This design comes from an exercise in tuning for small area and few clock cycles per item on the open sky130 flow, not from production work.
The RTL was checked by simulation tests, not by an equivalence proof against the original design.
No activity file was given, so power comes from the tool's default toggle rates.

**design/flow/config.mk**
```make
export PLATFORM = sky130hd
export DESIGN_NAME = hs32_pipeline
export DESIGN_NICKNAME = hs32_pipeline
export VERILOG_FILES = /design/flow/design.v
export SDC_FILE = /design/flow/constraint.sdc
export NUM_CORES = 4
export LEC_CHECK = 0
export CAP_MARGIN = 20
export CORE_MARGIN = 2
export CORE_UTILIZATION = 40
export SLEW_MARGIN = 20
```
**design/flow/constraint.sdc**
```tcl
create_clock -name core_clock -period 7.0 [get_ports {clk}]
set_input_delay 1.4000 -clock core_clock [delete_from_list [all_inputs] [get_ports {clk}]]
set_output_delay 1.4000 -clock core_clock [all_outputs]
set_load 0.01 [all_outputs]
```
**design/flow/design.v**
```verilog
package hs32_pkg;
    localparam logic [7:0] OP_NOP  = 8'h00;
    localparam logic [7:0] OP_MOVI = 8'h01;
    localparam logic [7:0] OP_MOV  = 8'h02;
    localparam logic [7:0] OP_ADD  = 8'h10;
    localparam logic [7:0] OP_SUB  = 8'h11;
    localparam logic [7:0] OP_AND  = 8'h12;
    localparam logic [7:0] OP_OR   = 8'h13;
    localparam logic [7:0] OP_XOR  = 8'h14;
    localparam logic [7:0] OP_ADDI = 8'h18;
    localparam int OPC_HI = 31;
    localparam int OPC_LO = 24;
    localparam int RD_HI  = 23;
    localparam int RD_LO  = 20;
    localparam int RM_HI  = 19;
    localparam int RM_LO  = 16;
    localparam int RN_HI  = 15;
    localparam int RN_LO  = 12;
    localparam int IMM_HI = 15;
    localparam int IMM_LO = 0;
    typedef struct packed {
        logic        valid;
        logic [7:0]  opcode;
        logic [3:0]  rd;
        logic [3:0]  rm;
        logic [3:0]  rn;
        logic [31:0] imm;
        logic        bank;
        logic [31:0] result;
    } stage_t;
    function automatic logic op_writes(input logic [7:0] opc);
        logic w;
        case (opc)
            OP_MOVI, OP_MOV, OP_ADD, OP_SUB, OP_AND,
            OP_OR, OP_XOR, OP_ADDI: w = 1'b1;
            default:                w = 1'b0;
        endcase
        op_writes = w;
    endfunction
endpackage
module hs32_regfile
#(
    parameter logic [31:0] RESET_VECTOR_REGS = 32'h0000_0000
) (
    input  logic        clk,
    input  logic        reset,
    input  logic        rp1_bank_i,
    input  logic [3:0]  rp1_addr_i,
    output logic [31:0] rp1_data_o,
    input  logic        rp2_bank_i,
    input  logic [3:0]  rp2_addr_i,
    output logic [31:0] rp2_data_o,
    input  logic        wp1_we1_i,
    input  logic        wp1_we2_i,
    input  logic [3:0]  wp1_addr_i,
    input  logic [31:0] wp1_data_i
);
    logic [31:0] bank0_q [16];
    always_ff @(posedge clk) begin
        if (reset) begin
            for (int i = 0; i < 16; i++) begin
                bank0_q[i] <= RESET_VECTOR_REGS;
            end
        end else if (wp1_we1_i) begin
            bank0_q[wp1_addr_i] <= wp1_data_i;
        end
    end
    logic [31:0] bank1_q [16];
    always_ff @(posedge clk) begin
        if (reset) begin
            for (int i = 0; i < 16; i++) begin
                bank1_q[i] <= RESET_VECTOR_REGS;
            end
        end else if (wp1_we2_i) begin
            bank1_q[wp1_addr_i] <= wp1_data_i;
        end
    end
    assign rp1_data_o = rp1_bank_i ? bank1_q[rp1_addr_i] : bank0_q[rp1_addr_i];
    assign rp2_data_o = rp2_bank_i ? bank1_q[rp2_addr_i] : bank0_q[rp2_addr_i];
endmodule
module hs32_pipeline
#(
    parameter logic [31:0] RESET_VECTOR_REGS = 32'h0000_0000
) (
    input  logic        clk,
    input  logic        reset,
    input  logic        valid_i,
    output logic        ready_o,
    input  logic [31:0] op_i,
    input  logic        banksel_i,
    output logic        valid_o,
    input  logic        ready_i,
    output logic [31:0] data_o
);
    hs32_pkg::stage_t      d_q;
    hs32_pkg::stage_t      d_d;
    hs32_pkg::stage_t      e_q;
    hs32_pkg::stage_t      e_d;
    hs32_pkg::stage_t      w_q;
    hs32_pkg::stage_t      w_d;
    logic [31:0] data_q, data_d;
    logic        advance_s, commit_s, w_writes_s, e_writes_s, in_bank_s;
    logic        wp1_we1_s, wp1_we2_s;
    logic [31:0] rf_a_s, rf_b_s, opa_s, opb_s, alu_s;
    logic        unused_w_s;
    assign advance_s  = !(w_q.valid && !ready_i);
    assign ready_o    = advance_s;
    assign w_writes_s = w_q.valid && hs32_pkg::op_writes(w_q.opcode);
    assign e_writes_s = e_q.valid && hs32_pkg::op_writes(e_q.opcode);
    assign commit_s   = w_writes_s && ready_i && !reset;
    assign valid_o    = w_writes_s;
    assign data_o     = data_q;
    assign unused_w_s = ^{w_q.rm, w_q.rn, w_q.imm};
    assign in_bank_s = banksel_i;
    assign wp1_we1_s = commit_s && !w_q.bank;
    assign wp1_we2_s = commit_s && w_q.bank;
    hs32_regfile #(
        .RESET_VECTOR_REGS(RESET_VECTOR_REGS)
    ) regfile (
        .clk        (clk),
        .reset      (reset),
        .rp1_bank_i (e_q.bank),
        .rp1_addr_i (e_q.rm),
        .rp1_data_o (rf_a_s),
        .rp2_bank_i (e_q.bank),
        .rp2_addr_i (e_q.rn),
        .rp2_data_o (rf_b_s),
        .wp1_we1_i  (wp1_we1_s),
        .wp1_we2_i  (wp1_we2_s),
        .wp1_addr_i (w_q.rd),
        .wp1_data_i (w_q.result)
    );
    always_comb begin
        opa_s = rf_a_s;
        opb_s = rf_b_s;
        if (w_writes_s && (w_q.bank == e_q.bank) && (w_q.rd == e_q.rm)) begin
            opa_s = w_q.result;
        end else begin
            opa_s = rf_a_s;
        end
        if (w_writes_s && (w_q.bank == e_q.bank) && (w_q.rd == e_q.rn)) begin
            opb_s = w_q.result;
        end else begin
            opb_s = rf_b_s;
        end
    end
    always_comb begin
        alu_s = 32'h0000_0000;
        case (e_q.opcode)
            hs32_pkg::OP_MOVI: alu_s = e_q.imm;
            hs32_pkg::OP_MOV:  alu_s = opa_s;
            hs32_pkg::OP_ADD:  alu_s = opa_s + opb_s;
            hs32_pkg::OP_SUB:  alu_s = opa_s - opb_s;
            hs32_pkg::OP_AND:  alu_s = opa_s & opb_s;
            hs32_pkg::OP_OR:   alu_s = opa_s | opb_s;
            hs32_pkg::OP_XOR:  alu_s = opa_s ^ opb_s;
            hs32_pkg::OP_ADDI: alu_s = opa_s + e_q.imm;
            default: alu_s = 32'h0000_0000;
        endcase
    end
    always_comb begin
        d_d    = d_q;
        e_d    = e_q;
        w_d    = w_q;
        data_d = data_q;
        if (advance_s) begin
            d_d = '0;
            if (valid_i) begin
                d_d.valid  = 1'b1;
                d_d.opcode = op_i[hs32_pkg::OPC_HI:hs32_pkg::OPC_LO];
                d_d.rd     = op_i[hs32_pkg::RD_HI:hs32_pkg::RD_LO];
                d_d.rm     = op_i[hs32_pkg::RM_HI:hs32_pkg::RM_LO];
                d_d.rn     = op_i[hs32_pkg::RN_HI:hs32_pkg::RN_LO];
                d_d.imm    = {16'h0000, op_i[hs32_pkg::IMM_HI:hs32_pkg::IMM_LO]};
                d_d.bank   = in_bank_s;
            end else begin
                d_d.valid  = 1'b0;
            end
            e_d        = d_q;
            w_d        = e_q;
            w_d.result = alu_s;
            if (e_writes_s) begin
                data_d = alu_s;
            end else begin
                data_d = data_q;
            end
        end else begin
            data_d = data_q;
        end
    end
    always_ff @(posedge clk) begin
        if (reset) begin
            d_q    <= '0;
            e_q    <= '0;
            w_q    <= '0;
            data_q <= 32'h0000_0000;
        end else begin
            d_q    <= d_d;
            e_q    <= e_d;
            w_q    <= w_d;
            data_q <= data_d;
        end
    end
endmodule
```
**design/flow/run.sh**
```bash
#!/bin/bash
# synth_recipe.tcl (not shown) runs the flow's synth.tcl, then flattens the netlist and writes it again
# the make line also repeats each setting of config.mk as NAME=value (left out here)
make -C /OpenROAD-flow-scripts/flow DESIGN_CONFIG=/design/flow/config.mk WORK_HOME=/design/flow/orfs CLKGATE_MAP_FILE= SYNTH_SCRIPT=/design/flow/synth_recipe.tcl finish
```
==> results.txt <==
-- worst max path at each step --
stage,startpoint,end,cells after the start
2_1_floorplan,e_q[32],w_q[31],26
3_3_place_gp,flop,w_q[31],24
3_5_place_dp,flop,data_q[30],24
4_1_cts,flop,data_q[30],24
5_1_grt,flop,w_q[31],24
6_report,flop,data_q[30],25
-- report_power, final --
| group | internal (mW) | switching (mW) |
|---|---|---|
| sequential | 7.85 | 0.145 |
| combinational | 0.665 | 1.05 |
| clock | 3.77 | 2.86 |
-- metrics by stage --
stage                     instances  cell area, um2  power, mW  hold slack (ns)
after floorplan                4847           64700       9.15            0.431
after global placement         6857           68500       9.80            0.438
after detailed placement       6858           68500       9.82            0.446
after CTS                      7079           72500       16.4            0.458
after global routing           7080           72500       16.8            0.471
final                          7082           72500       16.3            0.454
-- metal layers --
metal | vias up | part of all wire | track usage
met1 | 22333 | 0.40 | 0.353
met5 | - | 0.00030 | 0
met3 | 385 | 0.090 | 0.0453
li1 | 18214 | - | -
met4 | 10 | 0.032 | 0.0846
met2 | 2180 | 0.47 | 0.422
-- registers in the layout, summed over array words and instances, names as in the netlist, named ones only --
| signal | flops |
|---|---|
| regfile.bank1_q | 512 |
| regfile.bank0_q | 512 |
| data_q | 32 |
| w_q | 46 |
| d_q | 34 |
| e_q | 34 |
-- timing repair --
item / in CTS / in global routing
gates resized for setup: 0 / 4
hold buffers: 0 / 0
setup endpoints to repair: 0 / 3
-- Yosys cell counts, types with 53 or more instances --
cell type	number	area [um2]
a21oi_1	139	696
a221oi_1	53	464
and2_1	1031	6450
buf_1	54	203
clkbuf_1	346	1300
dfxtp_1	156	3120
edfxtp_1	1024	30700
ha_1	102	1280
inv_1	73	274
mux2i_1	239	2390
mux4_2	493	11100
nand2_1	213	800
nor2_1	177	664
o21ai_0	82	410
o22ai_1	82	513
-- area by class of cell --
class / count / area share
Tap cell: 2160 / 0.0373
Sequential cell: 1180 / 0.467
Timing Repair Buffer: 316 / 0.0382
Clock buffer: 157 / 0.0459
Antenna cell: 2 / 0.0000690
Clock inverter: 64 / 0.00885
Inverter: 80 / 0.00421
Multi-Input combinational cell: 3123 / 0.398
-- layout by cell type (no fill, tap or decap), types with 72 or more instances in the layout --
cell type	Yosys	layout
ha_1	102	102
mux4_2	493	493
a21oi_1	139	138
clkbuf_16	0	126
edfxtp_1	1024	1024
nor2_1	177	151
buf_4	9	228
mux2i_1	239	239
inv_1	73	72
dfxtp_1	156	146
nand2_1	213	213
and2_1	1031	1030
o22ai_1	82	81
o21ai_0	82	82
-- worst min-delay path, stage by stage (launching register included) --
cell,delay (ns)
dfxtp_1,0.31
nand2_1,0.05
a21oi_1,0.05
-- cells by family after synthesis --
| logic type | count (synthesis) |
|---|---|
| and+or+nand+nor | 1645 |
| AOI/OAI and AO/OA | 582 |
| buffers and inverters | 544 |
| muxes | 743 |
| xor gates and xnor gates | 50 |
| adders and majority gates | 103 |
| DFF | 1180 |
==> flow_metrics.py <==
metrics = {
    "outcome": {
        "status": "no timing/DRC/antenna violations",
    },
    "cts": {
        "root_buffer": "clkbuf_16",
        "postCtsSetupBuffers": 0,
        "worst_skew_pair.late_latency_ns": 0.78,
        "cts_tree": "built",
        "htreeDepth": 3,
        "clk_path_buf_depth": 3,
        "cts_sinks": 1180,
        "cts_made_buffers": 121,
        "clk_pin_slew_ns": 0.06,
    },
    "min_path": {
        "hold_start": "d_q[85]",
        "holdPathStages": 2,
        "hold_end": "d_q[85]",
        "hold_path_class": "flop to flop",
    },
    "drt": {
        "dr_total_vias": 43122,
        "ant_nets": 0,
        "initialDrtViolationCount": 5417,
        "dr.pass1.iters": 8,
        "avgRoutedWirePerCell_um": 30.4,
        "drc": 0,
        "postRouteWirelength_mm": 215,
        "via_per_inst": 6.09,
    },
    "pwr": {
        "power.leakage_nw": 24.9,
        "p_per_area_mw_per_mm2": 225,
        "ir_drop_uv": 209,
    },
    "critical_path": {
        "path_max_fanout": 11,
        "max_stage_delay_ns": 0.59,
        "cp.arrival_ns": 7.34,
        "worst-setup-path-type": "flop to flop",
        "crit_family": "compound AO/OA/AOI/OAI gates",
        "path_buf_inv": 3,
        "cp-start-kind": "flop",
        "r2r_slack_ns": 0.28,
        "path_common_cell": "buf_4",
        "required_ns": 7.62,
        "reg2regPathDepth": 25,
        "worst_setup_path_end_kind": "flop",
        "slowest_stage": "or4_1",
        "r2r_end": "data_q[30]",
    },
    "finish": {
        "final_core_util": 0.452,
        "final_net_count": 4962,
        "area_growth_pct": 12.1,
        "fill_cells": 14265,
        "drive_gt1_frac": 0.211,
        "layout.area.seq_mm2": 0.0339,
        "multiInputGateArea_mm2": 0.0289,
    },
    "placed_design": {
        "io_buffer_count": 70,
        "place.gp.congestion": 0.933,
        "post-place-ws_ns": 0.366,
        "hpwl_mm": 136,
    },
    "logic_synthesis": {
        "syn_inst": 4847,
        "synth_compound_area_frac": 0.0603,
        "synth_top_family_by_area": "multiplexers",
        "synth-edff-count": 1024,
        "synthDistinctLibCells": 73,
        "synth_ff_type": "edfxtp_1",
        "synth_seq_cells": 1180,
        "synthXorXnorAreaFrac": 0.00688,
        "synth_fa_ha_area_frac": 0.0200,
        "muxShareOfSynthArea": 0.211,
        "syn_avg_cell_area_um2": 13.4,
        "async_flop_share": 0,
        "ys_warn_count": 2,
        "synth-simple-area-share": 0.143,
        "synth_nets": 4987,
        "syn_area_mm2": 0.0647,
        "yosysSeqAreaShare": 0.523,
    },
    "timing": {
        "worst_pin_slew_ns": 1.20,
        "layout_min_cycle_time_ns": 6.72,
        "setup_viol": 0,
        "clock_skew_ns": 0.0394,
        "hold_viol": 0,
        "setup_slack_ns": 0.278,
        "max_clock_freq_mhz": 149,
        "setup-tns-final_ns": 0,
        "rsz0062_at_grt": "no",
        "period_share": 0.960,
        "slew_headroom": 0.199,
        "slew_violations": 0,
    },
    "global_route": {
        "grt_pass1_vias": 42457,
        "antenna_found_initial": 14,
        "grt_pass1_wl_mm": 309,
        "grt.total_usage": 0.260,
        "grt_max_degree": 102,
        "overflow": 0,
    },
    "floorplanning": {
        "die_h_um": 406,
        "die_area_mm2": 0.165,
        "num_rows": 147,
        "core_mm2": 0.161,
        "fp.dieW_um": 406,
        "initial_core_util": 0.403,
        "pin_count": 71,
    },
    "flow_run": {
        "maxCapViolations": 0,
    },
}
Testbench counts, summed over its fixed seeds: cycles 27,372, items 24,000.

-- re-timing with driven ports --
How much do the figures lean on ideal ports? The routed layout below was timed once more, with nothing changed but the port constraints.
Step 1 assumes that a clkbuf_16 drives the clock port and a buf_2 every other input.
Step 2 times the ports against the registers' clock, not the clock port: input delays grow and output delays shrink by t, the midpoint of the rising clock arrivals with the driver on.
a / b / c = no drivers / after step 1 / after step 2; a / b = the first two.
shift t [ns]: 0.845
setup WS [ns]: 0.278 / 0.278 / 0.278
slew at the worst register clock pin (ns): 0.07 / 0.07
cell pins on the clock port's net: 1
After both steps setup and hold are still met in this run. For this run, drivers alone change the setup slack by 0.000 ns; drivers and shift together by 0.000 ns.
